Source: an optimization exercise on an open RTL-to-GDS flow (aim: small area, a short achievable clock period and few clock cycles per item). Production flows keep margins and buffers that such runs may drop. The RTL was checked by simulation tests, not by an equivalence proof against the original design.

--- design.v ---
`default_nettype none
package sld_pkg;
  localparam int ChanCount   = 3;
  localparam int OutChannels = 3;
  localparam int MaskW       = 3;
  localparam int ChanIdxW    = (ChanCount > 1) ? $clog2(ChanCount) : 1;
  localparam int DutyW    = 10;
  localparam int PeriodW  = 11;
  localparam int SecondW  = 17;
  localparam int HourW    = 5;
  localparam int MinuteW  = 6;
  localparam int SecW     = 6;
  localparam int CfgIdxW  = 3;
  localparam int CfgDataW = 17;
  localparam int DivW     = DutyW + 1;
  localparam int DivSteps = DivW;
  localparam int DivCntW  = $clog2(DivSteps);
  localparam logic [DivW-1:0]    PeriodOffset  = 11'd430;
  localparam logic [PeriodW-1:0] PeriodBias    = 11'd10;
  localparam logic [PeriodW-1:0] StartPeriod   = 11'd9;
  localparam logic [SecondW-1:0] SecsPerHour   = 17'd3600;
  localparam logic [SecondW-1:0] SecsPerMinute = 17'd60;
  localparam logic [DutyW-1:0]   DivisorReset  = 10'd10;
  localparam logic [DutyW-1:0]   StepReset     = 10'd10;
  localparam logic FuncTime   = 1'b0;
  localparam logic FuncExpiry = 1'b1;
  typedef enum logic [CfgIdxW-1:0] {
    CFG_TARGET_CH1   = 3'd0,
    CFG_TARGET_CH2   = 3'd1,
    CFG_TARGET_CH3   = 3'd2,
    CFG_WIN_START    = 3'd3,
    CFG_WIN_STOP     = 3'd4,
    CFG_SMOOTH       = 3'd5,
    CFG_DIVISOR      = 3'd6,
    CFG_RAMP_STEP    = 3'd7
  } cfg_idx_e;
  typedef struct packed {
    logic               func;
    logic [HourW-1:0]   time_hour;
    logic [MinuteW-1:0] time_minute;
    logic [SecW-1:0]    time_second;
    logic [MaskW-1:0]   expired_mask;
  } sld_in_t;
  typedef struct packed {
    logic [DutyW-1:0]   duty_ch1;
    logic [DutyW-1:0]   duty_ch2;
    logic [DutyW-1:0]   duty_ch3;
    logic [PeriodW-1:0] period_ch1;
    logic [PeriodW-1:0] period_ch2;
    logic [PeriodW-1:0] period_ch3;
    logic               ramp_timer_on;
    logic               pwm_on;
    logic               window_active;
  } sld_out_t;
  typedef struct packed {
    logic load;
    logic apply;
    logic div_start;
    logic div_step;
    logic div_last;
    logic emit;
  } sld_cmd_t;
  typedef struct packed {
    logic pend_any;
    logic out_free;
  } sld_stat_t;
endpackage
`default_nettype wire
`default_nettype none
module sld_tracker (
  input  logic        clk_i,
  input  logic        rst_ni,
  input  logic        inval_i,     
  input  logic        ld0_i,       
  input  logic [9:0]  v_i,         
  input  logic [9:0]  d_i,         
  input  logic        d_gt430_i,   
  input  logic        upd_i,       
  input  logic        up_i,        
  input  logic [9:0]  opa_i,       
  input  logic [9:0]  opb_i,       
  input  logic [10:0] qadd_i,      
  output logic        valid_o,
  output logic [10:0] per_o        
);
  logic [9:0]  r_q;
  logic [10:0] q_q;
  logic        valid_q, busy_q, fin_q;
  logic [3:0]  cnt_q;
  logic [10:0] trial, a_sum, b_sum, b_x, b_y, qa, qn;
  logic        ge;
  logic [9:0]  rn;
  assign trial = {r_q, q_q[10]};
  assign a_sum = {1'b0, r_q} + {1'b0, opa_i} + {10'd0, !up_i};
  assign b_x   = busy_q ? trial : {1'b0, r_q};
  assign b_y   = busy_q ? ~{1'b0, d_i} : {1'b1, opb_i};
  assign b_sum = b_x + b_y + {10'd0, busy_q || !up_i};
  assign ge    = !b_sum[10];
  assign rn    = ge ? b_sum[9:0] : (busy_q ? trial[9:0] : a_sum[9:0]);
  assign qa    = fin_q ? 11'd10 : qadd_i;
  assign qn    = q_q + qa + {10'd0, ge && !fin_q};
  assign per_o   = qn;
  assign valid_o = valid_q;
  always_ff @(posedge clk_i or negedge rst_ni) begin
    if (!rst_ni) begin
      valid_q <= 1'b0;
      busy_q  <= 1'b0;
      fin_q   <= 1'b0;
      cnt_q   <= '0;
    end else if (inval_i) begin
      valid_q <= 1'b0;
      busy_q  <= 1'b0;
      fin_q   <= 1'b0;
    end else if (ld0_i) begin
      valid_q <= d_gt430_i;
      busy_q  <= !d_gt430_i;
      fin_q   <= 1'b0;
      cnt_q   <= '0;
    end else if (busy_q) begin
      cnt_q <= cnt_q + 4'd1;
      if (cnt_q == 4'd10) begin
        busy_q <= 1'b0;
        fin_q  <= 1'b1;
      end
    end else if (fin_q) begin
      fin_q   <= 1'b0;
      valid_q <= 1'b1;
    end else if (!valid_q) begin
      busy_q <= 1'b1;
      cnt_q  <= '0;
    end
  end
  always_ff @(posedge clk_i) begin
    if (!inval_i) begin
      if (ld0_i) begin
        r_q <= d_gt430_i ? 10'd430 : 10'd0;
        q_q <= d_gt430_i ? 11'd10 : 11'd430;
      end else if (busy_q) begin
        r_q <= rn;
        q_q <= {q_q[9:0], ge};
      end else if (fin_q) begin
        q_q <= qn;
      end else if (!valid_q) begin
        r_q <= '0;
        q_q <= {1'b0, v_i} + 11'd430;
      end else if (upd_i) begin
        r_q <= rn;
        q_q <= qn;
      end
    end
  end
endmodule
`default_nettype wire
`default_nettype none
import sld_pkg::*;
module scheduled_led_soft_ramp_dimmer_core (
  input  logic                clk_i,
  input  logic                rst_ni,
  input  logic                cfg_we_i,
  input  logic [CfgIdxW-1:0]  cfg_idx_i,
  input  logic [CfgDataW-1:0] cfg_wdata_i,
  input  logic                in_valid_i,
  output logic                in_ready_o,
  input  logic [20:0]         in_data_i,
  output logic                out_valid_o,
  input  logic                out_ready_i,
  output logic [65:0]         out_data_o
);
  logic [2:0][9:0] tgt_q;
  logic [16:0]     wstart_q, wstop_q;
  logic            smooth_q;
  logic [9:0]      dv_q;      
  logic [9:0]      step_q;
  always_ff @(posedge clk_i or negedge rst_ni) begin
    if (!rst_ni) begin
      tgt_q    <= '0;
      wstart_q <= '0;
      wstop_q  <= '0;
      smooth_q <= 1'b0;
      dv_q     <= DivisorReset;
      step_q   <= StepReset;
    end else if (cfg_we_i) begin
      case (cfg_idx_i)
        3'd0: tgt_q[0] <= cfg_wdata_i[9:0];
        3'd1: tgt_q[1] <= cfg_wdata_i[9:0];
        3'd2: tgt_q[2] <= cfg_wdata_i[9:0];
        3'd3: wstart_q <= cfg_wdata_i;
        3'd4: wstop_q  <= cfg_wdata_i;
        3'd5: smooth_q <= cfg_wdata_i[0];
        3'd6: dv_q     <= (cfg_wdata_i[9:0] == 10'd0) ? 10'd1 : cfg_wdata_i[9:0];
        default: step_q <= cfg_wdata_i[9:0];
      endcase
    end
  end
  logic       wr_div, wr_step;
  logic [2:0] wr_tgt;
  assign wr_div  = cfg_we_i && (cfg_idx_i == 3'd6);
  assign wr_step = cfg_we_i && (cfg_idx_i == 3'd7);
  assign wr_tgt  = {cfg_we_i && (cfg_idx_i == 3'd2),
                    cfg_we_i && (cfg_idx_i == 3'd1),
                    cfg_we_i && (cfg_idx_i == 3'd0)};
  logic [20:0] e0_q, e1_q;
  logic [1:0]  cnt_q;
  logic        take, adv, go;
  logic        pv_q;
  logic [4:0]  p_q;
  assign in_ready_o = !cnt_q[1];
  assign take       = in_valid_i && !cnt_q[1];
  assign adv        = (cnt_q != 2'd0) && (!pv_q || go);
  always_ff @(posedge clk_i or negedge rst_ni) begin
    if (!rst_ni) begin
      cnt_q <= '0;
      pv_q  <= 1'b0;
    end else begin
      cnt_q <= cnt_q + {1'b0, take} - {1'b0, adv};
      if (adv)     pv_q <= 1'b1;
      else if (go) pv_q <= 1'b0;
    end
  end
  always_ff @(posedge clk_i) begin
    if (adv) begin
      e0_q <= (cnt_q[1]) ? e1_q : in_data_i;
      if (take) e1_q <= in_data_i;
    end else if (take) begin
      if (cnt_q == 2'd0) e0_q <= in_data_i;
      else               e1_q <= in_data_i;
    end
  end
  logic [16:0] now_sec;
  logic        e_win;
  assign now_sec = {12'd0, e0_q[19:15]} * 17'd3600
                 + {11'd0, e0_q[14:9]} * 17'd60
                 + {11'd0, e0_q[8:3]};
  assign e_win   = (now_sec >= wstart_q) && (now_sec < wstop_q);
  always_ff @(posedge clk_i) begin
    if (adv) p_q <= {e0_q[20], e0_q[2:0], e_win};
  end
  logic        h_func, h_win;
  logic [2:0]  h_mask;
  assign h_func = p_q[4];
  assign h_mask = p_q[3:1];
  assign h_win  = p_q[0];
  logic [9:0]  sq_q, sr_q, sm_q;
  logic        svalid_q, sbusy_q, sfin_q;
  logic [3:0]  scnt_q;
  logic [10:0] s_x, s_xs;
  logic        s_ge;
  assign s_x  = sbusy_q ? {sr_q, sq_q[9]} : (sfin_q ? {1'b0, sr_q} : {1'b0, step_q});
  assign s_xs = s_x - {1'b0, dv_q};
  assign s_ge = s_x >= {1'b0, dv_q};
  always_ff @(posedge clk_i or negedge rst_ni) begin
    if (!rst_ni) begin
      svalid_q <= 1'b0;
      sbusy_q  <= 1'b0;
      sfin_q   <= 1'b0;
      scnt_q   <= '0;
    end else if (wr_div || wr_step) begin
      svalid_q <= 1'b0;
      sbusy_q  <= 1'b0;
      sfin_q   <= 1'b0;
    end else if (sbusy_q) begin
      scnt_q <= scnt_q + 4'd1;
      if (scnt_q == 4'd9) begin
        sbusy_q <= 1'b0;
        sfin_q  <= 1'b1;
      end
    end else if (sfin_q) begin
      sfin_q   <= 1'b0;
      svalid_q <= 1'b1;
    end else if (!svalid_q) begin
      sbusy_q <= s_ge;
      sfin_q  <= !s_ge;
      scnt_q  <= '0;
    end
  end
  always_ff @(posedge clk_i) begin
    if (!(wr_div || wr_step)) begin
      if (sbusy_q) begin
        sr_q <= s_ge ? s_xs[9:0] : s_x[9:0];
        sq_q <= {sq_q[8:0], s_ge};
      end else if (sfin_q) begin
        sm_q <= s_xs[9:0];
      end else if (!svalid_q) begin
        sr_q <= s_ge ? 10'd0 : step_q;
        sq_q <= s_ge ? step_q : 10'd0;
      end
    end
  end
  logic             powered_q, run_q, oen_q;
  logic [2:0][9:0]  cur_q, dst_q, app_q;
  logic [2:0][10:0] per_q;
  logic [2:0]       done_q, mv_q;
  logic             powered_d, run_d, oen_d;
  logic [2:0][9:0]  cur_d, dst_d, app_d;
  logic [2:0][10:0] per_d;
  logic [2:0]       done_d, mv_d;
  logic [2:0]       t_valid, t_inval, t_upd;
  logic             t_ld0;
  logic [2:0][9:0]  t_v;
  logic [2:0][10:0] t_per;
  logic [9:0]       opa, opb;
  logic [10:0]      qadd;
  logic             d_gt430;
  assign opa     = powered_q ? sr_q : ~sm_q;
  assign opb     = powered_q ? sm_q : ~sr_q;
  assign qadd    = powered_q ? {1'b0, sq_q} : ~{1'b0, sq_q};
  assign d_gt430 = dv_q > 10'd430;
  logic [2:0]       at_dst, tgt_nz, cur_nz;
  logic [2:0][10:0] up_sum;
  logic [2:0]       up_clamp, dn_zero;
  logic             stall;
  always_comb begin
    for (int i = 0; i < 3; i++) begin
      at_dst[i]   = cur_q[i] == dst_q[i];
      tgt_nz[i]   = tgt_q[i] != 10'd0;
      cur_nz[i]   = cur_q[i] != 10'd0;
      up_sum[i]   = {1'b0, cur_q[i]} + {1'b0, step_q};
      up_clamp[i] = up_sum[i] >= {1'b0, dst_q[i]};
      dn_zero[i]  = cur_q[i] <= step_q;
      t_v[i]      = (powered_q && at_dst[i]) ? tgt_q[i] : cur_q[i];
    end
  end
  assign stall = h_func && run_q && ((h_mask & mv_q & ~(t_valid & {3{svalid_q}})) != 3'b0);
  assign go    = pv_q && (!out_valid_o || out_ready_i) && !stall;
  always_comb begin
    logic all_fin;
    powered_d = powered_q;
    run_d     = run_q;
    oen_d     = oen_q;
    cur_d     = cur_q;
    dst_d     = dst_q;
    app_d     = app_q;
    per_d     = per_q;
    done_d    = done_q;
    mv_d      = mv_q;
    t_inval   = {3{wr_div}} | wr_tgt;
    t_ld0     = 1'b0;
    t_upd     = '0;
    all_fin   = 1'b1;
    if (go) begin
      if (!h_func) begin
        if (h_win && !powered_q) begin
          powered_d = 1'b1;
          if (smooth_q) begin
            for (int i = 0; i < 3; i++) begin
              cur_d[i]  = '0;
              per_d[i]  = StartPeriod;
              done_d[i] = 1'b0;
              dst_d[i]  = tgt_q[i];
            end
            mv_d  = tgt_nz;
            run_d = 1'b1;
            t_ld0 = 1'b1;
          end else begin
            run_d   = 1'b0;
            app_d   = tgt_q;
            oen_d   = 1'b1;
            t_inval = t_inval | at_dst;
          end
        end else if (!h_win && powered_q) begin
          powered_d = 1'b0;
          if (smooth_q) begin
            for (int i = 0; i < 3; i++) begin
              if (at_dst[i]) cur_d[i] = tgt_q[i];
              dst_d[i]  = '0;
              done_d[i] = 1'b1;
              mv_d[i]   = at_dst[i] ? tgt_nz[i] : cur_nz[i];
            end
            run_d = 1'b1;
          end else begin
            run_d   = 1'b0;
            oen_d   = 1'b0;
            app_d   = '0;
            t_inval = t_inval | at_dst;
          end
        end
      end else if (run_q) begin
        for (int i = 0; i < 3; i++) begin
          if (h_mask[i]) begin
            if (powered_q) begin
              if (up_clamp[i]) begin
                cur_d[i]   = dst_q[i];
                done_d[i]  = 1'b1;
                mv_d[i]    = 1'b0;
                t_inval[i] = mv_q[i];
              end else begin
                cur_d[i] = up_sum[i][9:0];
                per_d[i] = t_per[i];
                t_upd[i] = 1'b1;
              end
            end else begin
              if (dn_zero[i]) begin
                cur_d[i]   = '0;
                done_d[i]  = 1'b0;
                mv_d[i]    = 1'b0;
                t_inval[i] = mv_q[i];
              end else begin
                cur_d[i] = cur_q[i] - step_q;
                per_d[i] = t_per[i];
                t_upd[i] = 1'b1;
              end
            end
            app_d[i] = cur_d[i];
            oen_d    = 1'b1;
          end
          if (powered_q ? !done_d[i] : done_d[i]) all_fin = 1'b0;
        end
        if (all_fin) begin
          run_d = 1'b0;
          if (!powered_q) begin
            oen_d = 1'b0;
            app_d = '0;
          end
        end
      end
    end
  end
  always_ff @(posedge clk_i or negedge rst_ni) begin
    if (!rst_ni) begin
      powered_q <= 1'b0;
      run_q     <= 1'b0;
      oen_q     <= 1'b0;
      cur_q     <= '0;
      dst_q     <= '0;
      app_q     <= '0;
      per_q     <= {3{StartPeriod}};
      done_q    <= '0;
      mv_q      <= '0;
    end else begin
      powered_q <= powered_d;
      run_q     <= run_d;
      oen_q     <= oen_d;
      cur_q     <= cur_d;
      dst_q     <= dst_d;
      app_q     <= app_d;
      per_q     <= per_d;
      done_q    <= done_d;
      mv_q      <= mv_d;
    end
  end
  for (genvar i = 0; i < 3; i++) begin : g_trk
    sld_tracker u_trk (
      .clk_i     (clk_i),
      .rst_ni    (rst_ni),
      .inval_i   (t_inval[i]),
      .ld0_i     (t_ld0),
      .v_i       (t_v[i]),
      .d_i       (dv_q),
      .d_gt430_i (d_gt430),
      .upd_i     (t_upd[i]),
      .up_i      (powered_q),
      .opa_i     (opa),
      .opb_i     (opb),
      .qadd_i    (qadd),
      .valid_o   (t_valid[i]),
      .per_o     (t_per[i])
    );
  end
  logic out_valid_q;
  always_ff @(posedge clk_i or negedge rst_ni) begin
    if (!rst_ni)          out_valid_q <= 1'b0;
    else if (go)          out_valid_q <= 1'b1;
    else if (out_ready_i) out_valid_q <= 1'b0;
  end
  assign out_valid_o = out_valid_q;
  assign out_data_o  = {app_q[0], app_q[1], app_q[2],
                        per_q[0], per_q[1], per_q[2],
                        run_q, oen_q, powered_q};
endmodule
`default_nettype wire
--- run.sh ---
#!/bin/bash
# synth_recipe.tcl (not shown) runs the flow's synth.tcl, then flattens the netlist and writes it again
# the make line also repeats each setting of config.mk as NAME=value (left out here)
make -C /OpenROAD-flow-scripts/flow DESIGN_CONFIG=/design/flow/config.mk WORK_HOME=/design/flow/orfs CLKGATE_MAP_FILE= SYNTH_SCRIPT=/design/flow/synth_recipe.tcl finish
--- config.mk ---
export PLATFORM = sky130hd
export DESIGN_NAME = scheduled_led_soft_ramp_dimmer_core
export DESIGN_NICKNAME = scheduled_led_soft_ramp_dimmer_core
export VERILOG_FILES = /design/flow/design.v
export SDC_FILE = /design/flow/constraint.sdc
export NUM_CORES = 4
export LEC_CHECK = 0
export CAP_MARGIN = 20
export CORE_MARGIN = 2
export CORE_UTILIZATION = 40
export SETUP_SLACK_MARGIN = 5
export SLEW_MARGIN = 20
--- constraint.sdc ---
create_clock -name core_clock -period 10.0 [get_ports {clk_i}]
set_input_delay 2.0000 -clock core_clock [delete_from_list [all_inputs] [get_ports {clk_i}]]
set_output_delay 2.0000 -clock core_clock [all_outputs]
set_load 0.01 [all_outputs]
==> summary.md, run 1 <==
| Metric | Value |
|---|---|
| Status | complete, no violations |
| Reg-to-reg critical path endpoint | g_trk[2].u_trk.q_q[10] |
| Fmax | 184 MHz |
| Pre-CTS setup slack | 3.02 ns |
| Yosys top cell by area | dfrtp_1 |
| Unrepaired setup endpoints after global routing | yes |
| Post-route minimum period | 5.45 ns |
| CTS tree | done |
| CTS Buffer Depth | 3 |
| Initial drt markers | 2593 |
| Clock Skews | 0.0256 ns |
| Seq/Total Area, Yosys | 34.2% |
| Vias | 26600 |
| Hpwl dp | 71300 um |
| Syn Area/Cell | 9.11 um2 |
| Arrival @ worst endpoint | 5.79 ns |
| I/O Pins | 114 |
| Area contributors post-synth | dfrtp_1, edfxtp_1, ha_1, o21ai_0, mux2_2 |
| Chip width | 280 um |
| First-pass GRT wire length | 152000 um |
| Port Buffers | 113 |
| FF+latch count, synth | 389 |
| Hold Fails Final Rpt | 0 |
| Rel. slew slack | 27.7% |
| PnR worst setup slack | 4.55 ns |
| Final ANT Viol Nets | 0 |
| Post-synth top area share | 19.6% |
| Reg2reg path depth | 25 |
| Synth Flop Type | dfrtp_1 |
| Total gr overflow | 0 |
| CTS clk-pin slew, worst paths | 0.06 ns |
| Pin count of the biggest net entering global routing | 86 |
| Worst Path Required | 10.34 ns |
| Startpoint types | flip-flop |
| Hold Startpoint | e0_q[1] |
| Hold Crit Class | reg -> reg |
| GRT Total Usage | 25.3% |
| Die area | 78600 um2 |
| Gpl congestion | 0.980 |
| Ys Warns | 2 |
| Worst r2r src | powered_q |
| Cells after synthesis | 3352 |
| Number of max-cap violations | 0 |
| WHS Endpoint | p_q[2] |
| Drt first pass iters | 7 |
| Number of setup violations in the final report | 0 |
| Flop-to-flop setup slack | 4.55 ns |
| Final wirelength | 102000 um |
| Setup crit end kind | flip-flop |
| Clock sink count | 389 |
| Share of layout cells above drive strength 1 | 14.7% |
| Setup Total Neg Slack | 0 ns |
| Critical path peak fanout | 5 |
| Nets | 3840 |
| Critical path class | reg -> reg |
| Worst slew pin tran | 1.08 ns |
| Synthesized Nets | 3713 |
| Htree depth | 2 |
| Cell at the root of the clock tree | clkbuf_16 |
| # DRC | 0 |
| Hold Path Stages | 0 |
| CTS buffer count | 49 |
| Layout overhead on the synthesized area | 17.6% |
| Final slew viol count | 0 |
| Tcrit/Tclk final | 54.5% |
| Ys async rst share | 64.0% |
| Die Height | 280 um |
| Initial core utilization | 40.3% |
| Post-DR vias/cell | 5.91 |
| Initial antenna violation count | 6 |
| Mapped cell area | 30500 um2 |
| Number of global-route vias before repair | 24800 |
| Routed len/inst | 22.7 um |
| FP Rows | 101 |
| EDFF count, synth | 140 |
| Core ar. | 75800 um2 |
| Synth cell types | 86 |
| Antenna diode count | 0 |
| Clock Latency Late Sink | 0.63 ns |
| Fillers | 7151 |
[per-stage QoR]
stage | std cells | utilization (%) | hold WS, ns | area (um2)
floorplan | 3352 | - | 0.400 | 30800
global placement | 4297 | 43.0 | 0.401 | 32600
detailed placement | 4297 | 43.0 | 0.406 | 32600
CTS | 4440 | 46.4 | 0.424 | 35200
global route | 4498 | 47.4 | 0.427 | 35900
finish | 4498 | 47.4 | 0.414 | 35900
[metal layers]
metal / vias to the layer above / share of wire [%] / GRT usage, %
met5: - / 0.012 / 0
li1: 12300 / - / -
met1: 12900 / 45 / 36.5
met3: 190 / 8.5 / 4.10
met4: 2 / 3.4 / 8.14
met2: 1099 / 43 / 38.4
[critical path, stage by stage, from the launching register on]
cell      delay [ns]
dfrtp_4         0.55
o21ai_4         0.24
o21ai_2         0.09
fa_2            0.36
fa_2            0.38
nor2b_1         0.12
o21ai_1         0.08
a21boi_1        0.19
o21ai_2         0.09
a21oi_2         0.21
mux2i_2         0.27
nand2_2         0.11
buf_12          0.15
nand2b_4        0.06
fa_2            0.22
inv_2           0.04
fa_2            0.34
a21o_1          0.20
a21oi_2         0.15
nor2b_1         0.07
o21a_1          0.18
o41a_1          0.44
a31oi_2         0.21
xor2_1          0.10
a32oi_1         0.19
o31ai_1         0.10
[placed cells by master, fill, tap and decap left out, types with 112 or more instances in the layout]
cell,count
dfrtp_1,231
inv_1,205
ha_1,261
nor2_1,221
o21ai_0,247
xnor2_1,137
edfxtp_1,140
nand2_1,231
mux2_2,112
clkdlybuf4s50_1,112
buf_4,121
a21oi_1,190
[cell usage after synthesis (12+ instances only)]
master and number:
nand3_1 106, mux2i_1 104, nor2_1 224, buf_1 18, mux2_2 112, edfxtp_1 140, nand4_1 25, ha_1 275
nor4_1 12, and3_1 20, nor2b_1 58, a21o_1 64, nor3_1 81, buf_2 38, nand2_1 238, a31oi_1 37
and2_1 17, clkbuf_1 121, a211oi_1 67, a21oi_1 212, inv_1 215, o21ai_0 278, o31ai_1 19, o21a_1 23
xor2_1 76, o211ai_1 19, o21ai_1 19, fa_1 40, a21boi_0 15, dfrtp_1 239, o22ai_1 16, nand2b_1 48
xnor2_1 138, or3_1 33, o221ai_1 13
[registers in the layout (all words and copies together), names as in the netlist, 4 cells and up]
register / cells
app_q: 30
cur_q: 30
dst_q: 30
dv_q: 10
e0_q: 21
e1_q: 21
g_trk.u_trk.cnt_q: 12
g_trk.u_trk.q_q: 33
g_trk.u_trk.r_q: 30
p_q: 5
per_q: 33
scnt_q: 4
sm_q: 10
sq_q: 10
sr_q: 10
step_q: 10
tgt_q: 30
wstart_q: 17
wstop_q: 17
[logic make-up (layout without fill, tap and decap cells)]
group / after synthesis / after routing / synth area share, %
AND/OR/NAND/NOR: 905 / 907 / 14.2
adder cells (fa/ha/maj): 315 / 315 / 13.9
XOR/XNOR: 214 / 214 / 6.14
AO/OA/AOI/OAI: 910 / 910 / 18.8
multiplexers: 216 / 216 / 7.54
buffers and inverters: 403 / 569 / 5.22
flip-flops: 389 / 389 / 34.2
[layout make-up]
type / instances / area (um2) / share of cell area, %
inverters: 219 / 891 / 2.48
multi-input cells: 2562 / 19200 / 53.4
clock buffers: 66 / 1360 / 3.79
well taps: 978 / 1220 / 3.41
repair inverters: 1 / 8.76 / 0.0244
clock inverters: 26 / 234 / 0.651
repair buffers: 257 / 2540 / 7.08
flip-flops and latches: 389 / 10500 / 29.1
[what timing repair did]
action / CTS / global route
cloned: 7 / 4
endpoints found under the setup margin: 157 / 117
hold buffers: 0 / 0
resized for setup: 88 / 73
setup buffers: 44 / 53
pin swaps: 50 / 36
[worst max-delay path by stage]
stage / cells past startpoint / end / startpoint
4_1_cts: 24 / g_trk[1].u_trk.q_q[10] / powered_q
5_1_grt: 25 / g_trk[2].u_trk.q_q[8] / powered_q
6_report: 25 / g_trk[2].u_trk.q_q[10] / powered_q
3_3_place_gp: 8 / g_trk[2].u_trk.q_q[3] / out_ready_i
2_1_floorplan: 29 / g_trk[0].u_trk.q_q[10] / powered_q
3_5_place_dp: 8 / g_trk[2].u_trk.q_q[3] / out_ready_i
Testbench counts, summed over its fixed seeds: cycles 4,559, items 3,822.
==> run 2: changes to the inputs <==
--- a/config.mk
+++ b/config.mk
@@ -8,5 +8,4 @@
 export CAP_MARGIN = 20
 export CORE_MARGIN = 2
 export CORE_UTILIZATION = 40
-export SETUP_SLACK_MARGIN = 5
 export SLEW_MARGIN = 20
==> summary.md, run 2 <==
| Metric | Value |
|---|---|
| Area contributors post-synth | dfrtp_1, edfxtp_1, ha_1, o21ai_0, mux2_2 (unchanged) |
| Number of global-route vias before repair | 24500 (was 24800) |
| First-pass GRT wire length | 149000 um (was 152000 um) |
| Post-Place Cell Area | 32500 um2 (was 32600 um2) |
| Worst-case hold slack | 0.423 ns (was 0.414 ns) |
| Status | complete, no violations (unchanged) |
| Initial drt markers | 2449 (was 2593) |
| Tcrit/Tclk final | 67.5% (was 54.5%) |
| Syn Area/Cell | 9.11 um2 (unchanged) |
| Drt first pass iters | 6 (was 7) |
| Clock Skews | 0.0307 ns (was 0.0256 ns) |
| Port Buffers | 113 (unchanged) |
| # DRC | 0 (unchanged) |
| Share of layout cells above drive strength 1 | 8.41% (was 14.7%) |
| Die Height | 280 um (unchanged) |
| Setup Total Neg Slack | 0 ns (unchanged) |
| Cell at the root of the clock tree | clkbuf_16 (unchanged) |
| Clock sink count | 389 (unchanged) |
| Yosys top cell by area | dfrtp_1 (unchanged) |
| Top post-synthesis cells by count | o21ai_0, ha_1, dfrtp_1, nand2_1, nor2_1 (unchanged) |
| Setup crit end kind | flip-flop (unchanged) |
| Initial core utilization | 40.3% (unchanged) |
| CTS clk-pin slew, worst paths | 0.06 ns (about the same) |
| Startpoint types | flip-flop (unchanged) |
| Arrival @ worst endpoint | 7.08 ns (was 5.79 ns) |
| Final slew viol count | 0 (unchanged) |
| Layout overhead on the synthesized area | 11.9% (was 17.6%) |
| I/O Pins | 114 (unchanged) |
| Pin count of the biggest net entering global routing | 71 (was 86) |
| Critical path peak fanout | 36 (was 5) |
| Top-count cell post-synth | o21ai_0 (unchanged) |
| Ys async rst share | 64.0% (unchanged) |
| Critical path class | reg -> reg (unchanged) |
| Worst Path Required | 10.34 ns (about the same) |
| Unrepaired setup endpoints after global routing | no (was yes) |
| Worst slew pin tran | 1.21 ns (was 1.08 ns) |
| Die area | 78600 um2 (unchanged) |
| Htree depth | 2 (unchanged) |
| Rel. slew slack | 18.6% (was 27.7%) |
| Clock Latency Late Sink | 0.60 ns (was 0.63 ns) |
| CTS Buffer Depth | 3 (unchanged) |
| Synth Flop Type | dfrtp_1 (unchanged) |
| Hpwl dp | 70600 um (was 71300 um) |
| Initial antenna violation count | 0 (was 6) |
| Hold Fails Final Rpt | 0 (unchanged) |
| Number of setup violations in the final report | 0 (unchanged) |
| Ys Warns | 2 (unchanged) |
| Synth cell types | 86 (unchanged) |
| Commonest non-fill, non-tap cells in the layout | o21ai_0, ha_1, nand2_1, dfrtp_1, nor2_1 (was ha_1, o21ai_0, nand2_1, dfrtp_1, nor2_1) |
| Final ANT Viol Nets | 0 (unchanged) |
| Nets | 3735 (was 3840) |
| Seq/Total Area, Yosys | 34.2% (unchanged) |
| Synthesized Nets | 3713 (unchanged) |
| Total gr overflow | 0 (unchanged) |
| Post-CTS Resized | 0 (was 88) |
| Post-synth top area share | 19.6% (unchanged) |
| Post-DR vias/cell | 5.85 (was 5.91) |
| Chip width | 280 um (unchanged) |
| Regs by FF count | g_trk.u_trk.q_q: 33 flops, per_q: 33 flops (unchanged) |
| Mapped cell area | 30500 um2 (unchanged) |
| FF+latch count, synth | 389 (unchanged) |
| Gpl congestion | 0.961 (was 0.980) |
| CTS tree | done (unchanged) |
| FP Rows | 101 (unchanged) |
| Post-route minimum period | 6.75 ns (was 5.45 ns) |
| Core ar. | 75800 um2 (unchanged) |
| CTS buffer count | 49 (unchanged) |
| Vias | 25700 (was 26600) |
| Cells after synthesis | 3352 (unchanged) |
| Final wirelength | 97200 um (was 102000 um) |
| Commonest non-fill, non-tap cell in the layout | o21ai_0 (was ha_1) |
| # hold bufs at CTS | 0 (unchanged) |
| Final instance area | 34200 um2 (was 35900 um2) |
| Hold Crit Class | reg -> reg (unchanged) |
| Routed len/inst | 22.1 um (was 22.7 um) |
| EDFF count, synth | 140 (unchanged) |
| Number of max-cap violations | 0 (unchanged) |
| Post-CTS Setup Bufs | 0 (was 44) |
| GRT Total Usage | 24.6% (was 25.3%) |
| Fmax | 148 MHz (was 184 MHz) |
-- run 2: cell types whose count changed in the layout (fill, tap and decap cells not counted), moves of 13 or more --
cell,previous run,this run
a21oi_1,190,211
a21oi_2,20,1
buf_4,121,40
ha_1,261,275
o21ai_0,247,276
o21ai_1,33,20
o21ai_2,14,1
-- run 2: final cells by class --
type	instances	area [um2]
Multi-Input combinational cell	2560	18600
Antenna cell	2	5.00
Fill cell	7333	41700
Sequential cell	389	10500
Clock inverter	22	272
Inverter	219	822
Clock buffer	67	1380
Timing Repair Buffer	155	1460
Tap cell	978	1220
-- run 2: per-layer routing --
metal,share of wire (%),track usage (%),vias up,routed length [um]
met5,0,0,-,0
met3,8.6,4.34,185,8330
met2,42,36.8,994,41300
li1,-,-,12100,-
met4,3.4,8.19,0,3270
met1,46,35.7,12400,44300
-- run 2: cells by family (layout without fill, tap and decap cells) --
kind of cell | after synthesis | in the layout | synth area share (%)
AO/OA/AOI/OAI | 910 | 910 | 18.8
XOR/XNOR | 214 | 214 | 6.14
adder cells (fa/ha/maj) | 315 | 315 | 13.9
buffers and inverters | 403 | 463 | 5.22
flip-flops | 389 | 389 | 34.2
multiplexers | 216 | 216 | 7.54
other | 0 | 2 | 0
AND/OR/NAND/NOR | 905 | 905 | 14.2
-- run 2: critical path, cell delays in order (launching register included) --
cell	delay [ns]
dfrtp_4	0.66
o21ai_0	0.51
o21ai_0	0.19
fa_1	0.45
fa_1	0.48
nor2b_1	0.12
o21ai_0	0.10
a21boi_0	0.17
o21ai_0	0.13
a21oi_1	0.27
mux2i_1	0.27
nand2_1	0.49
nand2b_1	0.27
fa_1	0.22
inv_1	0.06
fa_1	0.43
a21o_1	0.18
a21oi_1	0.21
o21ai_0	0.16
o41ai_1	0.45
o21ai_0	0.21
xnor2_1	0.22
nor2_1	0.06
o22ai_1	0.12
nor2_1	0.05
-- run 2: final timing paths --
check                           from                 endpoint  depth (start not counted)  slack, ns
max reg2reg                powered_q   g_trk[0].u_trk.q_q[10]                         24       3.25
max in group asynchronous     rst_ni              wstart_q[1]                          3       6.58
min in group asynchronous     rst_ni  g_trk[0].u_trk.cnt_q[0]                          1       1.38
min reg2reg                 e0_q[20]                   p_q[4]                          0       0.42
max                        powered_q   g_trk[0].u_trk.q_q[10]                         24       3.25
min                         e0_q[20]                   p_q[4]                          0       0.42
-- run 2: metrics by stage --
| step | worst slack (ns) | utilization, % | cells |
|---|---|---|---|
| 2_1_floorplan | 3.22 | - | 3352 |
| 3_3_place_gp | 3.40 | 42.8 | 4299 |
| 3_5_place_dp | 3.30 | 42.9 | 4300 |
| 4_1_cts | 3.25 | 45.0 | 4389 |
| 5_1_grt | 2.67 | 45.1 | 4390 |
| 6_report | 3.25 | 45.1 | 4392 |
==> run 3: changes to the inputs <==
--- a/design.v
+++ b/design.v
@@ -87,7 +87,7 @@
   logic [10:0] q_q;
   logic        valid_q, busy_q, fin_q;
   logic [3:0]  cnt_q;
-  logic [10:0] trial, a_sum, b_sum, b_x, b_y, qa, qn;
+  logic [10:0] trial, a_sum, b_sum, b_x, b_y, qa, q0, q1;
   logic        ge;
   logic [9:0]  rn;
   assign trial = {r_q, q_q[10]};
@@ -98,8 +98,9 @@
   assign ge    = !b_sum[10];
   assign rn    = ge ? b_sum[9:0] : (busy_q ? trial[9:0] : a_sum[9:0]);
   assign qa    = fin_q ? 11'd10 : qadd_i;
-  assign qn    = q_q + qa + {10'd0, ge && !fin_q};
-  assign per_o   = qn;
+  assign q0    = q_q + qa;
+  assign q1    = q_q + qa + 11'd1;
+  assign per_o   = (ge && !fin_q) ? q1 : q0;
   assign valid_o = valid_q;
   always_ff @(posedge clk_i or negedge rst_ni) begin
     if (!rst_ni) begin
@@ -139,13 +140,13 @@
         r_q <= rn;
         q_q <= {q_q[9:0], ge};
       end else if (fin_q) begin
-        q_q <= qn;
+        q_q <= q0;
       end else if (!valid_q) begin
         r_q <= '0;
         q_q <= {1'b0, v_i} + 11'd430;
       end else if (upd_i) begin
         r_q <= rn;
-        q_q <= qn;
+        q_q <= per_o;
       end
     end
   end
@@ -201,24 +202,33 @@
                     cfg_we_i && (cfg_idx_i == 3'd0)};
   logic [20:0] e0_q, e1_q;
   logic [1:0]  cnt_q;
-  logic        take, adv, go;
-  logic        pv_q;
-  logic [4:0]  p_q;
+  logic        take, adv1, adv2, go;
+  logic        pv1_q, pv2_q;
+  logic [3:0]  p1_q;        
+  logic [12:0] hh1_q;       
+  logic [11:0] ms1_q;       
+  logic [4:0]  p2_q;        
+  logic [16:0] now_sec;
+  assign now_sec = {hh1_q, 4'd0} + {5'd0, ms1_q};
   assign in_ready_o = !cnt_q[1];
   assign take       = in_valid_i && !cnt_q[1];
-  assign adv        = (cnt_q != 2'd0) && (!pv_q || go);
+  assign adv2       = pv1_q && (!pv2_q || go);
+  assign adv1       = (cnt_q != 2'd0) && (!pv1_q || adv2);
   always_ff @(posedge clk_i or negedge rst_ni) begin
     if (!rst_ni) begin
       cnt_q <= '0;
-      pv_q  <= 1'b0;
+      pv1_q <= 1'b0;
+      pv2_q <= 1'b0;
     end else begin
-      cnt_q <= cnt_q + {1'b0, take} - {1'b0, adv};
-      if (adv)     pv_q <= 1'b1;
-      else if (go) pv_q <= 1'b0;
+      cnt_q <= cnt_q + {1'b0, take} - {1'b0, adv1};
+      if (adv1)      pv1_q <= 1'b1;
+      else if (adv2) pv1_q <= 1'b0;
+      if (adv2)      pv2_q <= 1'b1;
+      else if (go)   pv2_q <= 1'b0;
     end
   end
   always_ff @(posedge clk_i) begin
-    if (adv) begin
+    if (adv1) begin
       e0_q <= (cnt_q[1]) ? e1_q : in_data_i;
       if (take) e1_q <= in_data_i;
     end else if (take) begin
@@ -226,28 +236,31 @@
       else               e1_q <= in_data_i;
     end
   end
-  logic [16:0] now_sec;
-  logic        e_win;
-  assign now_sec = {12'd0, e0_q[19:15]} * 17'd3600
-                 + {11'd0, e0_q[14:9]} * 17'd60
-                 + {11'd0, e0_q[8:3]};
-  assign e_win   = (now_sec >= wstart_q) && (now_sec < wstop_q);
   always_ff @(posedge clk_i) begin
-    if (adv) p_q <= {e0_q[20], e0_q[2:0], e_win};
+    if (adv1) begin
+      p1_q <= {e0_q[20], e0_q[2:0]};
+      hh1_q <= {8'd0, e0_q[19:15]} * 13'd225;
+      ms1_q <= {6'd0, e0_q[14:9]} * 12'd60 + {6'd0, e0_q[8:3]};
+    end
+    if (adv2) begin
+      p2_q <= {p1_q, (now_sec >= wstart_q) && (now_sec < wstop_q)};
+    end
   end
   logic        h_func, h_win;
   logic [2:0]  h_mask;
-  assign h_func = p_q[4];
-  assign h_mask = p_q[3:1];
-  assign h_win  = p_q[0];
-  logic [9:0]  sq_q, sr_q, sm_q;
+  assign h_func = p2_q[4];
+  assign h_mask = p2_q[3:1];
+  assign h_win  = p2_q[0];
+  logic [9:0]  sa_q, sb_q, sq_q;
   logic        svalid_q, sbusy_q, sfin_q;
   logic [3:0]  scnt_q;
   logic [10:0] s_x, s_xs;
   logic        s_ge;
-  assign s_x  = sbusy_q ? {sr_q, sq_q[9]} : (sfin_q ? {1'b0, sr_q} : {1'b0, step_q});
+  logic        powered_q, powered_d, flip;
+  assign s_x  = sbusy_q ? {sa_q, sq_q[9]} : (sfin_q ? {1'b0, sa_q} : {1'b0, step_q});
   assign s_xs = s_x - {1'b0, dv_q};
   assign s_ge = s_x >= {1'b0, dv_q};
+  assign flip = powered_d != powered_q;
   always_ff @(posedge clk_i or negedge rst_ni) begin
     if (!rst_ni) begin
       svalid_q <= 1'b0;
@@ -276,21 +289,27 @@
   always_ff @(posedge clk_i) begin
     if (!(wr_div || wr_step)) begin
       if (sbusy_q) begin
-        sr_q <= s_ge ? s_xs[9:0] : s_x[9:0];
+        sa_q <= s_ge ? s_xs[9:0] : s_x[9:0];
         sq_q <= {sq_q[8:0], s_ge};
       end else if (sfin_q) begin
-        sm_q <= s_xs[9:0];
+        sa_q <= powered_d ? sa_q : ~s_xs[9:0];
+        sb_q <= powered_d ? s_xs[9:0] : ~sa_q;
+        sq_q <= powered_d ? sq_q : ~sq_q;
       end else if (!svalid_q) begin
-        sr_q <= s_ge ? 10'd0 : step_q;
+        sa_q <= s_ge ? 10'd0 : step_q;
         sq_q <= s_ge ? step_q : 10'd0;
+      end else if (flip) begin
+        sa_q <= ~sb_q;
+        sb_q <= ~sa_q;
+        sq_q <= ~sq_q;
       end
     end
   end
-  logic             powered_q, run_q, oen_q;
+  logic             run_q, oen_q;
   logic [2:0][9:0]  cur_q, dst_q, app_q;
   logic [2:0][10:0] per_q;
   logic [2:0]       done_q, mv_q;
-  logic             powered_d, run_d, oen_d;
+  logic             run_d, oen_d;
   logic [2:0][9:0]  cur_d, dst_d, app_d;
   logic [2:0][10:0] per_d;
   logic [2:0]       done_d, mv_d;
@@ -298,32 +317,35 @@
   logic             t_ld0;
   logic [2:0][9:0]  t_v;
   logic [2:0][10:0] t_per;
-  logic [9:0]       opa, opb;
-  logic [10:0]      qadd;
   logic             d_gt430;
-  assign opa     = powered_q ? sr_q : ~sm_q;
-  assign opb     = powered_q ? sm_q : ~sr_q;
-  assign qadd    = powered_q ? {1'b0, sq_q} : ~{1'b0, sq_q};
   assign d_gt430 = dv_q > 10'd430;
   logic [2:0]       at_dst, tgt_nz, cur_nz;
-  logic [2:0][10:0] up_sum;
+  logic [2:0][9:0]  up_sum, dn_dif;
+  logic [2:0][11:0] up_gap;
   logic [2:0]       up_clamp, dn_zero;
+  logic [2:0]       done_up, done_dn;
+  logic             fin_up, fin_dn;
   logic             stall;
   always_comb begin
     for (int i = 0; i < 3; i++) begin
       at_dst[i]   = cur_q[i] == dst_q[i];
       tgt_nz[i]   = tgt_q[i] != 10'd0;
       cur_nz[i]   = cur_q[i] != 10'd0;
-      up_sum[i]   = {1'b0, cur_q[i]} + {1'b0, step_q};
-      up_clamp[i] = up_sum[i] >= {1'b0, dst_q[i]};
+      up_sum[i]   = cur_q[i] + step_q;
+      up_gap[i]   = {2'b0, cur_q[i]} + {2'b0, step_q} - {2'b0, dst_q[i]};
+      up_clamp[i] = !up_gap[i][11];
+      dn_dif[i]   = cur_q[i] - step_q;
       dn_zero[i]  = cur_q[i] <= step_q;
       t_v[i]      = (powered_q && at_dst[i]) ? tgt_q[i] : cur_q[i];
     end
   end
+  assign done_up = done_q | (h_mask & up_clamp);
+  assign done_dn = done_q & ~(h_mask & dn_zero);
+  assign fin_up  = &done_up;
+  assign fin_dn  = ~|done_dn;
   assign stall = h_func && run_q && ((h_mask & mv_q & ~(t_valid & {3{svalid_q}})) != 3'b0);
-  assign go    = pv_q && (!out_valid_o || out_ready_i) && !stall;
+  assign go    = pv2_q && (!out_valid_o || out_ready_i) && !stall;
   always_comb begin
-    logic all_fin;
     powered_d = powered_q;
     run_d     = run_q;
     oen_d     = oen_q;
@@ -336,7 +358,6 @@
     t_inval   = {3{wr_div}} | wr_tgt;
     t_ld0     = 1'b0;
     t_upd     = '0;
-    all_fin   = 1'b1;
     if (go) begin
       if (!h_func) begin
         if (h_win && !powered_q) begin
@@ -380,22 +401,20 @@
             if (powered_q) begin
               if (up_clamp[i]) begin
                 cur_d[i]   = dst_q[i];
-                done_d[i]  = 1'b1;
                 mv_d[i]    = 1'b0;
                 t_inval[i] = mv_q[i];
               end else begin
-                cur_d[i] = up_sum[i][9:0];
+                cur_d[i] = up_sum[i];
                 per_d[i] = t_per[i];
                 t_upd[i] = 1'b1;
               end
             end else begin
               if (dn_zero[i]) begin
                 cur_d[i]   = '0;
-                done_d[i]  = 1'b0;
                 mv_d[i]    = 1'b0;
                 t_inval[i] = mv_q[i];
               end else begin
-                cur_d[i] = cur_q[i] - step_q;
+                cur_d[i] = dn_dif[i];
                 per_d[i] = t_per[i];
                 t_upd[i] = 1'b1;
               end
@@ -403,14 +422,12 @@
             app_d[i] = cur_d[i];
             oen_d    = 1'b1;
           end
-          if (powered_q ? !done_d[i] : done_d[i]) all_fin = 1'b0;
         end
-        if (all_fin) begin
-          run_d = 1'b0;
-          if (!powered_q) begin
-            oen_d = 1'b0;
-            app_d = '0;
-          end
+        done_d = powered_q ? done_up : done_dn;
+        if (powered_q ? fin_up : fin_dn) run_d = 1'b0;
+        if (!powered_q && fin_dn) begin
+          oen_d = 1'b0;
+          app_d = '0;
         end
       end
     end
@@ -449,9 +466,9 @@
       .d_gt430_i (d_gt430),
       .upd_i     (t_upd[i]),
       .up_i      (powered_q),
-      .opa_i     (opa),
-      .opb_i     (opb),
-      .qadd_i    (qadd),
+      .opa_i     (sa_q),
+      .opb_i     (sb_q),
+      .qadd_i    ({!powered_q, sq_q}),
       .valid_o   (t_valid[i]),
       .per_o     (t_per[i])
     );
--- a/config.mk
+++ b/config.mk
@@ -8,4 +8,5 @@
 export CAP_MARGIN = 20
 export CORE_MARGIN = 2
 export CORE_UTILIZATION = 40
+export SETUP_SLACK_MARGIN = 5
 export SLEW_MARGIN = 20
==> summary.md, run 3 <==
| Metric | Value |
|---|---|
| First-pass GRT wire length | 158000 um (was 149000 um) |
| Crit. Startpoint | step_q[4] (was powered_q) |
| Hpwl dp | 75900 um (was 70600 um) |
| Unrepaired setup endpoints after global routing | no (unchanged) |
| Status | complete, no violations (unchanged) |
| Final wirelength | 102000 um (was 97200 um) |
| Die Height | 291 um (was 280 um) |
| Synth Flop Type | dfrtp_1 (unchanged) |
| Setup Total Neg Slack | 0 ns (unchanged) |
| CTS buffer count | 50 (was 49) |
| Setup crit end kind | flip-flop (unchanged) |
| Register Area | 11300 um2 (was 10500 um2) |
| Die area | 84500 um2 (was 78600 um2) |
| Clock Skews | 0.0260 ns (was 0.0307 ns) |
| # DRC | 0 (unchanged) |
| I/O Pins | 114 (unchanged) |
| Final slew viol count | 0 (unchanged) |
| # hold bufs at CTS | 0 (unchanged) |
| CTS clk-pin slew, worst paths | 0.06 ns (about the same) |
| Hold Crit Class | reg -> reg (unchanged) |
| EDFF count, synth | 168 (was 140) |
| Dpl cells | 4707 (was 4300) |
| Worst r2r src | step_q[4] (was powered_q) |
| GRT Total Usage | 23.8% (was 24.6%) |
| Gpl congestion | 0.931 (was 0.961) |
| Initial drt markers | 2423 (was 2449) |
| Mapped cell area | 32900 um2 (was 30500 um2) |
| Clock sink count | 418 (was 389) |
| Cell family with most CP delay | compound AO/OA/AOI/OAI gates (unchanged) |
| Port Buffers | 113 (unchanged) |
| CTS Buffer Depth | 3 (unchanged) |
| Hold Startpoint | p1_q[3] (was e0_q[20]) |
| Htree depth | 2 (unchanged) |
| Cells after synthesis | 3661 (was 3352) |
| Post-synth top area share | 18.3% (was 19.6%) |
| Vias | 27400 (was 25700) |
| Seq/Total Area, Yosys | 34.4% (was 34.2%) |
| Area of the multi-input gates | 20000 um2 (was 18600 um2) |
| Total gr overflow | 0 (unchanged) |
| Syn Area/Cell | 8.98 um2 (was 9.11 um2) |
| Worst-case hold slack | 0.418 ns (was 0.423 ns) |
| Critical path peak fanout | 17 (was 36) |
| Worst slew pin tran | 1.05 ns (was 1.21 ns) |
| CTS tree | done (unchanged) |
| Worst-path cell chain | inv_1, fa_1, inv_1, ha_1, a21o_1, a2111oi_0, o221ai_1, buf_4, o211a_1, nor2_1, o21ai_0, a21boi_1, buf_4 (was o21ai_0, o21ai_0, fa_1, fa_1, nor2b_1, o21ai_0, a21boi_0, o21ai_0, a21oi_1, mux2i_1, nand2_1, nand2b_1, fa_1, inv_1, fa_1, a21o_1, a21oi_1, o21ai_0, o41ai_1, o21ai_0, xnor2_1, nor2_1, o22ai_1, nor2_1) |
| Arrival @ worst endpoint | 5.17 ns (was 7.08 ns) |
| Hold Fails Final Rpt | 0 (unchanged) |
| Worst Path Required | 10.31 ns (was 10.34 ns) |
| Rel. slew slack | 29.9% (was 18.6%) |
| Post-route minimum period | 4.86 ns (was 6.75 ns) |
| FP Rows | 105 (was 101) |
| Cell at the root of the clock tree | clkbuf_16 (unchanged) |
| Area contributors post-synth | dfrtp_1, edfxtp_1, ha_1, o21ai_0, xnor2_1 (was dfrtp_1, edfxtp_1, ha_1, o21ai_0, mux2_2) |
| Synthesized Nets | 4042 (was 3713) |
| Drt first pass iters | 5 (was 6) |
| Worst stage delay on the critical path | 0.63 ns (was 0.66 ns) |
| Chip width | 291 um (was 280 um) |
| Fmax | 206 MHz (was 148 MHz) |
| Critical path class | reg -> reg (unchanged) |
| FF+latch count, synth | 418 (was 389) |
| CP Buf/Inv Count | 4 (was 1) |
| Startpoint types | flip-flop (unchanged) |
| Clock Latency Late Sink | 0.63 ns (was 0.60 ns) |
| Top post-synthesis cells by count | nand2_1, o21ai_0, nor2_1, ha_1, a21oi_1 (was o21ai_0, ha_1, dfrtp_1, nand2_1, nor2_1) |
| Routed len/inst | 21.3 um (was 22.1 um) |
| Final core utilization | 45.2% (was 45.1%) |
| Number of global-route vias before repair | 26400 (was 24500) |
| Layout overhead on the synthesized area | 12.5% (was 11.9%) |
| Initial antenna violation count | 4 (was 0) |
| Pin count of the biggest net entering global routing | 169 (was 71) |
| Fillers | 7950 (was 7333) |
| Share of layout cells above drive strength 1 | 8.92% (was 8.41%) |
| Nets | 4075 (was 3735) |
| Synth cell types | 98 (was 86) |
| Commonest non-fill, non-tap cell in the layout | nand2_1 (was o21ai_0) |
| Tcrit/Tclk final | 48.6% (was 67.5%) |
| Number of setup violations in the final report | 0 (unchanged) |
| Commonest non-fill, non-tap cells in the layout | nand2_1, o21ai_0, nor2_1, ha_1, a21oi_1 (was o21ai_0, ha_1, nand2_1, dfrtp_1, nor2_1) |
| Final Non-Filler Cells | 4808 (was 4392) |
| Top-count cell post-synth | nand2_1 (was o21ai_0) |
| Yosys top cell by area | dfrtp_1 (unchanged) |
| Regs by FF count | g_trk.u_trk.q_q: 33 flops, per_q: 33 flops (unchanged) |
| Critical path's slowest cell | dfrtp_1 (was dfrtp_4) |
| Ys async rst share | 59.8% (was 64.0%) |
| Final ANT Viol Nets | 0 (unchanged) |
| Initial core utilization | 40.2% (was 40.3%) |
| Number of max-cap violations | 0 (unchanged) |
| Core ar. | 81700 um2 (was 75800 um2) |
| Post-DR vias/cell | 5.71 (was 5.85) |
| Ys Warns | 2 (unchanged) |
## run 3: cell count changes after synthesis, moves of 45 or more
cell and delta:
nand3_1 -45, mux2i_1 -45, nor2_1 +55, a21oi_1 +51
o21ai_0 +57, nand2_1 +111
## run 3: metrics by stage
step	setup slack, ns	instance area, um2
after global placement	3.78	35100
after detailed placement	3.72	35100
final	5.14	37000
after floorplan	5.00	32900
after CTS	5.04	36900
after global routing	5.02	36900
## run 3: area by class of cell
type,instances,area share [%]
diodes,3,0.0203
clock buffers,62,3.68
clock inverters,31,0.968
inverters,239,2.45
multi-input cells,2811,54.2
flip-flops and latches,418,30.6
well taps,1070,3.62
repair buffers,174,4.43
## run 3: logic make-up after synthesis
logic type               synth area share [%]
flip-flops                               34.4
AND/OR/NAND/NOR                          14.8
buffers and inverters                    5.04
adder cells (fa/ha/maj)                  14.2
XOR/XNOR                                 6.21
multiplexers                             5.40
AO/OA/AOI/OAI                            19.9
## run 3: final timing paths
check,endpoint,slack (ns),cells after the start
max,g_trk[0].u_trk.r_q[8],5.14,13
min,p2_q[4],0.42,0
max reg2reg,g_trk[0].u_trk.r_q[8],5.14,13
min reg2reg,p2_q[4],0.42,0
max in group asynchronous,per_q[1],7.18,3
min in group asynchronous,wstart_q[16],1.36,1
## run 3: per-layer routing
metal	GRT usage, %	part of all wire [%]	vias to the layer above
met3	3.10	6.7	195
met1	33.7	45	13100
met2	37.0	44	921
met5	0	0.022	-
li1	-	-	13200
met4	8.83	3.9	4
## run 3: worst register-to-register path, delay by kind of cell, from the launching register on
kind / cells / cell delay, ns
and+or+nand+nor: 1 / 0.48
DFF: 1 / 0.63
buffers and inverters: 4 / 0.92
adders and majority gates: 2 / 0.94
AOI/OAI and AO/OA: 6 / 1.58
## run 3: repair_timing
| item | in CTS | in global routing |
|---|---|---|
| setup endpoints to repair | 22 | 49 |
| buffers inserted | 0 | 4 |
| resized for setup | 5 | 8 |
| pin swaps | 0 | 0 |
Testbench counts of run 3, summed over its fixed seeds: cycles 4,607, items 3,822.
==> run 4: changes to the inputs <==
--- a/design.v
+++ b/design.v
@@ -309,6 +309,7 @@
   logic [2:0][9:0]  cur_q, dst_q, app_q;
   logic [2:0][10:0] per_q;
   logic [2:0]       done_q, mv_q;
+  logic [2:0]       tz_q, tz_d;    
   logic             run_d, oen_d;
   logic [2:0][9:0]  cur_d, dst_d, app_d;
   logic [2:0][10:0] per_d;
@@ -336,14 +337,17 @@
       up_clamp[i] = !up_gap[i][11];
       dn_dif[i]   = cur_q[i] - step_q;
       dn_zero[i]  = cur_q[i] <= step_q;
-      t_v[i]      = (powered_q && at_dst[i]) ? tgt_q[i] : cur_q[i];
+      t_v[i]      = tz_q[i] ? 10'd0 : (powered_q && at_dst[i]) ? tgt_q[i] : cur_q[i];
     end
   end
   assign done_up = done_q | (h_mask & up_clamp);
   assign done_dn = done_q & ~(h_mask & dn_zero);
   assign fin_up  = &done_up;
   assign fin_dn  = ~|done_dn;
-  assign stall = h_func && run_q && ((h_mask & mv_q & ~(t_valid & {3{svalid_q}})) != 3'b0);
+  logic [2:0] need, need_tz;
+  assign need    = (h_func && run_q) ? (h_mask & mv_q) : 3'b0;
+  assign need_tz = pv2_q ? (need & tz_q) : 3'b0;
+  assign stall   = (need & ~(t_valid & ~tz_q & {3{svalid_q}})) != 3'b0;
   assign go    = pv2_q && (!out_valid_o || out_ready_i) && !stall;
   always_comb begin
     powered_d = powered_q;
@@ -355,7 +359,9 @@
     per_d     = per_q;
     done_d    = done_q;
     mv_d      = mv_q;
-    t_inval   = {3{wr_div}} | wr_tgt;
+    t_inval   = {3{wr_div}} | wr_tgt | need_tz;
+    tz_d      = tz_q & ~need_tz;
+    if (wr_div) tz_d = {3{!powered_q}};
     t_ld0     = 1'b0;
     t_upd     = '0;
     if (go) begin
@@ -372,11 +378,13 @@
             mv_d  = tgt_nz;
             run_d = 1'b1;
             t_ld0 = 1'b1;
+            tz_d  = '0;
           end else begin
             run_d   = 1'b0;
             app_d   = tgt_q;
             oen_d   = 1'b1;
-            t_inval = t_inval | at_dst;
+            t_inval = t_inval | at_dst | tz_q;
+            tz_d    = '0;
           end
         end else if (!h_win && powered_q) begin
           powered_d = 1'b0;
@@ -443,6 +451,7 @@
       per_q     <= {3{StartPeriod}};
       done_q    <= '0;
       mv_q      <= '0;
+      tz_q      <= '0;
     end else begin
       powered_q <= powered_d;
       run_q     <= run_d;
@@ -453,6 +462,7 @@
       per_q     <= per_d;
       done_q    <= done_d;
       mv_q      <= mv_d;
+      tz_q      <= tz_d;
     end
   end
   for (genvar i = 0; i < 3; i++) begin : g_trk
@@ -460,7 +470,7 @@
       .clk_i     (clk_i),
       .rst_ni    (rst_ni),
       .inval_i   (t_inval[i]),
-      .ld0_i     (t_ld0),
+      .ld0_i     (t_ld0 && (!tz_q[i] || d_gt430)),
       .v_i       (t_v[i]),
       .d_i       (dv_q),
       .d_gt430_i (d_gt430),
==> summary.md, run 4 <==
| Metric | Value |
|---|---|
| Regs by FF count | g_trk.u_trk.q_q: 33 flops, per_q: 33 flops (unchanged) |
| Final wirelength | 105000 um (was 102000 um) |
| Final ANT Viol Nets | 0 (unchanged) |
| Number of max-cap violations | 0 (unchanged) |
| Yosys top cell by area | dfrtp_1 (unchanged) |
| FP Rows | 105 (unchanged) |
| Commonest non-fill, non-tap cell in the layout | nor2_1 (was nand2_1) |
| Syn Area/Cell | 9.02 um2 (was 8.98 um2) |
| Port Buffers | 113 (unchanged) |
| Clock Skews | 0.0366 ns (was 0.0260 ns) |
| Fmax | 207 MHz (was 206 MHz) |
| Simple-gate share of the synthesized area | 15.0% (was 14.8%) |
| Area contributors post-synth | dfrtp_1, edfxtp_1, ha_1, a21oi_1, o21ai_0 (was dfrtp_1, edfxtp_1, ha_1, o21ai_0, xnor2_1) |
| Pin count of the biggest net entering global routing | 148 (was 169) |
| CTS clk-pin slew, worst paths | 0.06 ns (about the same) |
| Layout overhead on the synthesized area | 12.6% (was 12.5%) |
| CP Buf/Inv Count | 2 (was 4) |
| Setup crit end kind | flip-flop (unchanged) |
| Main combinational cell family by area after synthesis | compound AO/OA/AOI/OAI gates (unchanged) |
| Core ar. | 81800 um2 (was 81700 um2) |
| Seq/Total Area, Yosys | 34.5% (was 34.4%) |
| Synth cell types | 97 (was 98) |
| Nets | 4085 (was 4075) |
| Ys async rst share | 60.1% (was 59.8%) |
| Drt first pass iters | 6 (was 5) |
| Clock sink count | 421 (was 418) |
| EDFF count, synth | 168 (unchanged) |
| Post-route minimum period | 4.84 ns (was 4.86 ns) |
| Rel. slew slack | 29.5% (was 29.9%) |
| Critical path peak fanout | 8 (was 17) |
| Hold Fails Final Rpt | 0 (unchanged) |
| Setup Total Neg Slack | 0 ns (unchanged) |
| Synth Flop Type | dfrtp_1 (unchanged) |
| Worst stage delay on the critical path | 0.55 ns (was 0.63 ns) |
| Synth Area in XOR/XNOR | 5.58% (was 6.21%) |
| Cell at the root of the clock tree | clkbuf_16 (unchanged) |
| Post-synth top area share | 18.4% (was 18.3%) |
| Number of setup violations in the final report | 0 (unchanged) |
| Routed len/inst | 21.8 um (was 21.3 um) |
| Initial core utilization | 40.3% (was 40.2%) |
| Clock Latency Late Sink | 0.64 ns (was 0.63 ns) |
| Die Height | 291 um (about the same) |
| Multiplexer share of the synthesized area | 4.90% (was 5.40%) |
| I/O Pins | 114 (unchanged) |
| Final slew viol count | 0 (unchanged) |
| Initial antenna violation count | 3 (was 4) |
| Htree depth | 2 (unchanged) |
| Hpwl dp | 77200 um (was 75900 um) |
| Adder-cell area share of the yosys netlist | 14.1% (was 14.2%) |
| Synth Area in Compound Gates | 20.7% (was 19.9%) |
| Gpl congestion | 0.957 (was 0.931) |
| Register Area | 11400 um2 (was 11300 um2) |
| Arrival @ worst endpoint | 5.16 ns (was 5.17 ns) |
| Cells after synthesis | 3657 (was 3661) |
| Startpoint types | input port (was flip-flop) |
| Unrepaired setup endpoints after global routing | yes (was no) |
| First-pass GRT wire length | 162000 um (was 158000 um) |
| GRT Total Usage | 24.3% (was 23.8%) |
| Ys Warns | 2 (unchanged) |
| Number of global-route vias before repair | 27100 (was 26400) |
| # DRC | 0 (unchanged) |
| Vias | 28000 (was 27400) |
| Worst slew pin tran | 1.05 ns (about the same) |
| Initial drt markers | 2542 (was 2423) |
| Cell family with most CP delay | simple AND/OR/NAND/NOR gates (was compound AO/OA/AOI/OAI gates) |
| Hold Crit Class | reg -> reg (unchanged) |
| Tcrit/Tclk final | 48.4% (was 48.6%) |
| Chip width | 291 um (about the same) |
| Mapped cell area | 33000 um2 (was 32900 um2) |
| FF+latch count, synth | 421 (was 418) |
| CTS Buffer Depth | 3 (unchanged) |
| Critical path class | in -> reg (was reg -> reg) |
| Commonest non-fill, non-tap cells in the layout | nor2_1, nand2_1, a21oi_1, o21ai_0, ha_1 (was nand2_1, o21ai_0, nor2_1, ha_1, a21oi_1) |
| Die area | 84800 um2 (was 84500 um2) |
| Post-DR vias/cell | 5.82 (was 5.71) |
| Status | complete, no violations (unchanged) |
| Synthesized Nets | 4038 (was 4042) |
| Critical path's slowest cell | a311o_1 (was dfrtp_1) |
| Worst-path cell chain | clkdlybuf4s50_1, nand2b_1, nand2_1, nor4_2, a21oi_1, or3_1, a311o_1, a31oi_2, buf_4 (was inv_1, fa_1, inv_1, ha_1, a21o_1, a2111oi_0, o221ai_1, buf_4, o211a_1, nor2_1, o21ai_0, a21boi_1, buf_4) |
| Share of layout cells above drive strength 1 | 8.49% (was 8.92%) |
| Final core utilization | 45.4% (was 45.2%) |
| Top post-synthesis cells by count | nor2_1, nand2_1, a21oi_1, o21ai_0 (was nand2_1, o21ai_0, nor2_1, ha_1, a21oi_1) |
| Total gr overflow | 0 (unchanged) |
| CTS tree | done (unchanged) |
| Worst Path Required | 10.32 ns (was 10.31 ns) |
| Area of the multi-input gates | 20000 um2 (about the same) |
| Fillers | 8001 (was 7950) |
| CTS buffer count | 48 (was 50) |
| Top-count cell post-synth | nor2_1 (was nand2_1) |
-- run 4: worst reg2reg max path: cells and delay by family, from the launching register on --
family,cells,cell delay [ns]
fa+ha+maj,1,0.63
compound gates,6,2.04
simple gates,2,0.21
flops,1,0.86
buf+inv,2,0.78
-- run 4: cell type report --
class	count	area share (%)
antenna	1	0.00674
clock buffer	56	3.43
clock inverter	34	1.36
inverter	277	2.82
multi-input combinational	2792	54.0
sequential	421	30.7
tap	1070	3.61
timing repair buffer	164	4.14
-- run 4: cells by family after synthesis --
| logic type | Yosys count |
|---|---|
| xor gates and xnor gates | 210 |
| adders and majority gates | 335 |
| and+or+nand+nor | 1028 |
| DFF | 421 |
| AOI/OAI and AO/OA | 1069 |
| muxes | 150 |
| buffers and inverters | 444 |
-- run 4: metal layers --
metal / up-vias / share of wire, % / global-route usage [%]
met4: 0 / 3.7 / 8.75
li1: 13300 / - / -
met3: 187 / 7.0 / 3.67
met2: 1030 / 45 / 38.0
met1: 13500 / 45 / 34.2
met5: - / 0 / 0
-- run 4: final timing paths --
kind                        startpoint                      to  slack (ns)  depth (start not counted)
max                        out_ready_i  g_trk[2].u_trk.q_q[10]        5.16                          9
min                            p1_q[1]                 p2_q[2]        0.42                          0
max reg2reg                  step_q[1]  g_trk[2].u_trk.q_q[10]        5.20                         11
min reg2reg                    p1_q[1]                 p2_q[2]        0.42                          0
max in group asynchronous       rst_ni   g_trk[0].u_trk.busy_q        7.15                          2
min in group asynchronous       rst_ni               app_q[13]        1.44                          1
-- run 4: repair_timing --
action	CTS	global route
resized for setup	5	13
buffers inserted	0	2
hold buffers	0	0
endpoints found under the setup margin	29	67
-- run 4: per-stage QoR --
stage | hold WS [ns] | cell area (um2) | instances | setup WS, ns
after global placement | 0.407 | 35200 | 4721 | 3.98
after CTS | 0.418 | 37100 | 4812 | 5.01
final | 0.417 | 37100 | 4815 | 5.16
after global routing | 0.425 | 37100 | 4814 | 4.95
after floorplan | 0.400 | 33000 | 3657 | 5.45
after detailed placement | 0.405 | 35300 | 4722 | 3.90
Testbench counts of run 4, summed over its fixed seeds: cycles 4,547, items 3,822.

static timing again, ports no longer ideal:
The flow's constraints put no driver on any port. The routed layouts listed below were extracted and timed again, unchanged, in two steps. Step 1: set_driving_cell puts a clkbuf_16 on clk_i and a buf_2 on each other input, an assumption about the parent block. Step 2, shift: input delay + t, output delay - t, t = (earliest + latest rising clock arrival at the registers) / 2. This alone moves slack from input paths to output paths. Slacks: ideal ports / drivers / drivers and shift; pairs: ideal ports / drivers.
run	t (ns)	slack for setup (ns)	hold slack, ns	worst setup path at the end	clock arrival spread, ns
run 1	0.685	4.553 / 4.553 / 4.553	0.414 / 0.414 / 0.414	register to register	0.026 / 0.026
run 2	0.651	3.254 / 3.254 / 3.254	0.423 / 0.423 / 0.423	register to register	0.031 / 0.031
run 3	0.680	5.138 / 5.138 / 4.677	0.418 / 0.418 / 0.418	input to register	0.026 / 0.026
run 4	0.677	5.164 / 5.197 / 4.523	0.417 / 0.417 / 0.417	input to register	0.037 / 0.037
After both steps setup and hold are still met in every run listed. For run 4, which loses most, drivers alone change the setup slack by +0.033 ns; drivers and shift together by -0.641 ns.
